Context: an optimization exercise on an open-source flow, tuned for small area, a short achievable clock period and few clock cycles per item. The choices shown serve that exercise and are no tape-out recipe.
RTL that was checked went through simulation tests only; none was proved equivalent to the original.
No activity file was given, so power comes from the tool's default toggle rates.

// pitch_core
module pitch_core (
    input  logic       i_clk,
    input  logic       reset,
    input  logic       start,
    input  sdram_pkg::mem_addr_t  src_addr,
    input  sdram_pkg::mem_addr_t  dst_addr,
    input  logic [3:0] speed,
    output logic       done,
    output sdram_pkg::mem_req_t   mem_req,
    input  sdram_pkg::mem_data_t  mem_readdata,
    input  logic       finished
);
    typedef sdram_pkg::mem_addr_t mem_addr_t;
    typedef enum logic [2:0] {S_IDLE, S_HDR, S_LEN, S_WALK, S_END, S_DONE} state_e;
    state_e      st;
    logic        hdr_first;
    logic [3:0]  h;
    logic        lt8;                
    logic        eq8;                
    logic [2:0]  step;               
    logic [2:0]  r;                  
    mem_addr_t   srcq;               
    mem_addr_t   dstq;               
    logic [23:0] lmh;                
    logic [23:0] remh;               
    mem_addr_t   wa;                 
    mem_addr_t   rp;                 
    logic [3:0]  d;                  
    logic        first;              
    logic [1:0]  nsh;                
    logic [31:0] lo, hi, nxt;
    logic        nxt_v;
    logic        nx_ok;              
    logic        nx_wrap;            
    logic [3:0]  nx_d;
    logic [2:0]  nx_inc;             
    logic        nx_sh;              
    logic [1:0]  cstep;
    logic [15:0] a_x;
    logic [3:0]  a_c;
    logic        a_v, a_last, a_ch, a_init;
    logic [15:0] qs, qc;
    logic        qcin;
    logic        q_v, q_last, q_ch, q_init;
    logic [15:0] acc_l, acc_r;
    logic [31:0] res;
    logic        res_v;
    mem_addr_t   res_addr;
    logic        req_rd, req_wr;
    mem_addr_t   req_addr;
    logic [31:0] req_wdata;
    assign mem_req = {req_rd, req_wr, req_addr, req_wdata};
    logic [4:0]  dsum;
    logic        wrap_d;
    logic [3:0]  dn_d;
    logic [2:0]  inc_d;
    always_comb begin
        if (lt8) begin
            wrap_d = (d >= h);
            dsum   = wrap_d ? {1'b0, d - h} : {1'b0, d} + {2'b0, step};
            inc_d  = step;
        end else begin
            dsum   = {1'b0, d} + {2'b0, step};
            wrap_d = (dsum >= {1'b0, h});
            if (wrap_d) dsum = dsum - {1'b0, h};
            inc_d  = wrap_d ? {2'b0, eq8} : step;
        end
        dn_d = dsum[3:0];
    end
  ...
Size: roughly 2900 cells after synthesis, about 140 I/O pins, roughly 30000 µm² of cells after synthesis.
Settings: LEC_CHECK=0, CAP_MARGIN=20, CORE_MARGIN=2, CORE_UTILIZATION=40, SETUP_SLACK_MARGIN=5, SLEW_MARGIN=20; clock period 10.0 ns.
standard.sh (not shown) runs the stock make flow with config.mk's settings and CLKGATE_MAP_FILE= SYNTH_SCRIPT=/design/flow/synth_recipe.tcl, a recipe that flattens the netlist after the stock synthesis.
==> flow/flow/run.sh <==
#!/bin/bash
set -e
MARGIN=${MARGIN:-7}
bash standard.sh finish SETUP_SLACK_MARGIN=$MARGIN > standard.log 2>&1
Testbench counts at the start, summed over its fixed seeds: cycles 107,727, words 16,960.
Change:
==> flow/run.sh (new file) <==
#!/bin/bash
# synth_recipe.tcl (not shown) runs the flow's synth.tcl, then flattens the netlist and writes it again
# the make line also repeats each setting of config.mk as NAME=value (left out here)
make -C /OpenROAD-flow-scripts/flow DESIGN_CONFIG=/design/flow/config.mk WORK_HOME=/design/flow/orfs CLKGATE_MAP_FILE= SYNTH_SCRIPT=/design/flow/synth_recipe.tcl finish
removed: flow/flow/run.sh
removed: flow/standard.sh
The changed run went through all stages and came out clean; maximum frequency shrinks by 9.0%; hold slack is about the same; final area shrinks by 13%; worst setup slack gets worse by 440 ps; core utilization shrinks by 7.2 points; routed wire length shrinks by 13%; power shrinks by 17%; cell count shrinks by 5.9%; sequential share of layout area grows by 5.0 points; critical path depth shrinks by 3; first-iteration DRC count shrinks by 17%.

---

## v6
Another version of the RTL of pitch_core (not shown whole).
Size in the first run: about 2400 cells after synthesis, roughly 510 flip-flops, about 140 I/O pins, roughly 0.028 mm2 of cells after synthesis.
export LEC_CHECK = 0
export CAP_MARGIN = 20
export CORE_MARGIN = 2
export CORE_UTILIZATION = 40
export SETUP_SLACK_MARGIN = 5
export SLEW_MARGIN = 20
create_clock -name core_clock -period 10.0 [get_ports {i_clk}]
==> flow/flow/run.sh <==
#!/bin/bash
set -e
MARGIN=${MARGIN:-6.5}
bash standard.sh finish SETUP_SLACK_MARGIN=$MARGIN > standard.log 2>&1
v6 finished every step from synthesis to the final layout, and the layout passed the timing, design-rule and antenna checks.
Testbench counts of v6, summed over its fixed seeds: cycles 105,755, words 16,960.
[inputs] v7 vs v6
Settings: CORE_UTILIZATION now 60, was 40.
Results
Diff v6 -> v7 | met2 layer wire length in the routed design | up by a little under 10%. Per the comparison of v7 with v6, met2 usage went up 18 points; top achievable clock speed went down 0.019 GHz. Taking v6 as the reference, in v7 share of the cycle needed by the critical path after routing rose by 2.7 points; required time of the critical path fell 0.02 ns.

---

pitch_core, a different RTL version from the one above (not shown whole).
Size: about 2,400 cells after synthesis, roughly 140 I/O pins, roughly 28,000 sq um of cells after synthesis.
## pitch_core
module pitch_core (
    input  logic       i_clk,
    input  logic       reset,
    input  logic       start,
    input  sdram_pkg::mem_addr_t  src_addr,
    input  sdram_pkg::mem_addr_t  dst_addr,
    input  logic [3:0] speed,
    output logic       done,
    output sdram_pkg::mem_req_t   mem_req,
    input  sdram_pkg::mem_data_t  mem_readdata,
    input  logic       finished
);
    typedef sdram_pkg::mem_addr_t mem_addr_t;
    typedef enum logic [2:0] {S_IDLE, S_HDR, S_LEN, S_LEN2, S_WALK, S_END, S_DONE} state_e;
    state_e      st;
    logic        hdr_first;
    logic [3:0]  h;
    logic        lt8;                
    logic        eq8;                
    logic [2:0]  step;               
    logic [2:0]  r;                  
    mem_addr_t   srcq;               
    mem_addr_t   dstq;               
    logic [23:0] lmh;                
    logic [23:0] remh;               
    mem_addr_t   wa;                 
    mem_addr_t   rp;                 
    logic [3:0]  d;                  
    logic        first;              
    logic [1:0]  nsh;                
    logic [31:0] lo, hi, nxt;
    logic        nxt_v;
    logic        nx_wrap;            
    logic [3:0]  nx_d;
    logic [2:0]  nx_inc;             
  ...
clock: 10.0 ns
lec_check: 0
cap_margin: 20
core_margin: 2
core_utilization: 40
setup_slack_margin: 5
slew_margin: 20
==> flow/flow/run.sh <==
#!/bin/bash
set -e
MARGIN=${MARGIN:-6.9}
bash standard.sh finish SETUP_SLACK_MARGIN=$MARGIN > standard.log 2>&1
Testbench counts at the start, summed over its fixed seeds: cycles 105,755, words 16,960.
==> next run, changes <==
==> flow/flow/run.sh (replaced) <==
#!/bin/bash
set -e
MARGIN=${MARGIN:-6.5}
bash standard.sh finish SETUP_SLACK_MARGIN=$MARGIN > standard.log 2>&1
--- a/flow/config.mk
+++ b/flow/config.mk
@@ -12 +12,2 @@
 export SLEW_MARGIN = 20
+export TNS_END_PERCENT = 10
What happened:
- area after synthesis does not change
- combinational power fell by 18%
- power fell by 2.6%
- global-route usage fell by 1.2 points
- clock-buffer cell count rose by 8
- wire length fell by 9.8%
- worst setup slack got worse by 0.30 ns
- final cell count fell by 3.1%
- clock skew fell by 0.025 ns
- via count fell by 5.5%
- non-clock buffer count fell by 110
==> next run, changes <==
--- a/flow/config.mk
+++ b/flow/config.mk
@@ -12,2 +12 @@
 export SLEW_MARGIN = 20
-export TNS_END_PERCENT = 10
Outcome:
- critical path depth rises by 11
- design area falls slightly
- die area is unchanged
- synthesized cell count stays the same
- power falls by a few percent
- sequential power stays flat
- worst setup slack improved by 0.18 ns

---

## P
Another version of the RTL of pitch_core (not shown whole).
Size in the first run: roughly 2600 cells after synthesis, ~140 I/O pins.
export LEC_CHECK = 0
export CAP_MARGIN = 20
export CORE_MARGIN = 2
export CORE_UTILIZATION = 40
export SETUP_SLACK_MARGIN = 5
export SLEW_MARGIN = 20
create_clock -name core_clock -period 10.0 [get_ports {i_clk}]
==> flow/flow/run.sh <==
#!/bin/bash
set -e
MARGIN=${MARGIN:-6.3}
bash standard.sh finish SETUP_SLACK_MARGIN=$MARGIN > standard.log 2>&1
--- input diff P..Q ---
==> flow/flow/run.sh <==
#!/bin/bash
set -e
MARGIN=${MARGIN:-6.5}
bash standard.sh finish SETUP_SLACK_MARGIN=$MARGIN > standard.log 2>&1
diff --git a/flow/config.mk b/flow/config.mk
--- a/flow/config.mk
+++ b/flow/config.mk
@@ -10,2 +10,5 @@
 export CORE_UTILIZATION = 40
+export CTS_BUF_LIST = sky130_fd_sc_hd__clkbuf_16
+export CTS_CLUSTER_DIAMETER = 80
+export CTS_CLUSTER_SIZE = 20
 export SETUP_SLACK_MARGIN = 5
Notes after the runs:
For Q and P, there was not a single run that failed to finish clean. Per the comparison of Q with P, non-filler instance count after layout lost 0.49%; routed wirelength normalized by instance count picked up an extra about 1.4%. For worst hold slack, Q and P come out practically identical. After detailed routing, P needs less wire than Q. From Q to P, post-synthesis share of cell area spent on full adders, half adders and majority gates did not move at all. Via count (Q vs. P) increases slightly. Summed area of non-filler cells in the final layout was higher in the run labelled P. Higher power density over the cells goes to P over Q. Q vs P, total clock network power went down by about 28%. Multi-input combinational cell area: Q > P.
### Q -> R
diff --git a/flow/config.mk b/flow/config.mk
--- a/flow/config.mk
+++ b/flow/config.mk
@@ -10,5 +10,2 @@
 export CORE_UTILIZATION = 40
-export CTS_BUF_LIST = sky130_fd_sc_hd__clkbuf_16
-export CTS_CLUSTER_DIAMETER = 80
-export CTS_CLUSTER_SIZE = 20
 export SETUP_SLACK_MARGIN = 5
--- outcome ---
R: done, clean on timing, DRC and antenna. Measured against each other, R and Q differ in static leakage, the lower figure coming from Q. The setup slack of R is higher than that of Q. R ended up with a higher layout-stage area growth over the synthesis result than Q did. Between R and Q, the difference in number of multi-input combinational cells is negligible.
--- input diff R..S ---
==> flow/flow/run.sh <==
#!/bin/bash
set -e
MARGIN=${MARGIN:-6.7}
bash standard.sh finish SETUP_SLACK_MARGIN=$MARGIN > standard.log 2>&1
Notes after the runs:
Critical path depth | S above R
~same final hold slack in S and R
Clock period minus final worst setup slack, S and R: higher on R
Ratio of total power to cell area sits lower in S than in R.
Cell-internal power | S above R
Compared with R, in S wire length reported by the detailed router saw an increase; routed metal-1 wirelength picked up an extra 690 µm.
| via density per instance | R vs S | ≈ equal |
Function was not checked in any run of this note: the RTL went through the layout flow alone.

==> port drivers added, routing unchanged <==
How much do the figures lean on ideal ports? The routed layouts below were timed once more, with nothing changed but the port constraints. Step 1, drivers: a clkbuf_16 drives i_clk and a buf_2 each remaining input, both assumed. Step 2 times the ports against the registers' clock, not the clock port: input delays grow and output delays shrink by t, the midpoint of the rising clock arrivals with the driver on. Three values: ideal, step 1, step 2; two values: the first two.
| run | t, ns | setup slack, ns | worst data-port slew with drivers (ns) | cell pins on the clock port's net |
|---|---|---|---|---|
| the first run of note 1 | 0.681 | 5.553 / 5.553 / 5.553 | 0.14 | 1 |
| the second run of note 1 | 0.663 | 5.113 / 5.113 / 4.613 | 0.11 | 1 |
| v6 | 0.676 | 6.370 / 6.370 / 6.101 | 0.04 | 1 |
| v7 | 0.665 | 6.099 / 6.099 / 6.099 | 0.05 | 1 |
| the first run of note 3 | 0.686 | 6.652 / 6.594 / 6.077 | 0.10 | 1 |
| the second run of note 3 | 0.676 | 6.350 / 6.292 / 5.684 | 0.07 | 1 |
| the third run of note 3 | 0.686 | 6.532 / 6.505 / 5.856 | 0.07 | 1 |
| P | 0.676 | 6.376 / 6.333 / 5.681 | 0.08 | 1 |
| Q | 0.640 | 6.545 / 6.494 / 5.887 | 0.08 | 1 |
| R | 0.683 | 6.551 / 6.479 / 5.896 | 0.08 | 1 |
| S | 0.679 | 6.593 / 6.593 / 6.043 | 0.08 | 1 |
After both steps setup and hold are still met in every run listed. The setup slack of P, which loses most, moves by -0.043 ns with the drivers and by -0.695 ns with both steps.
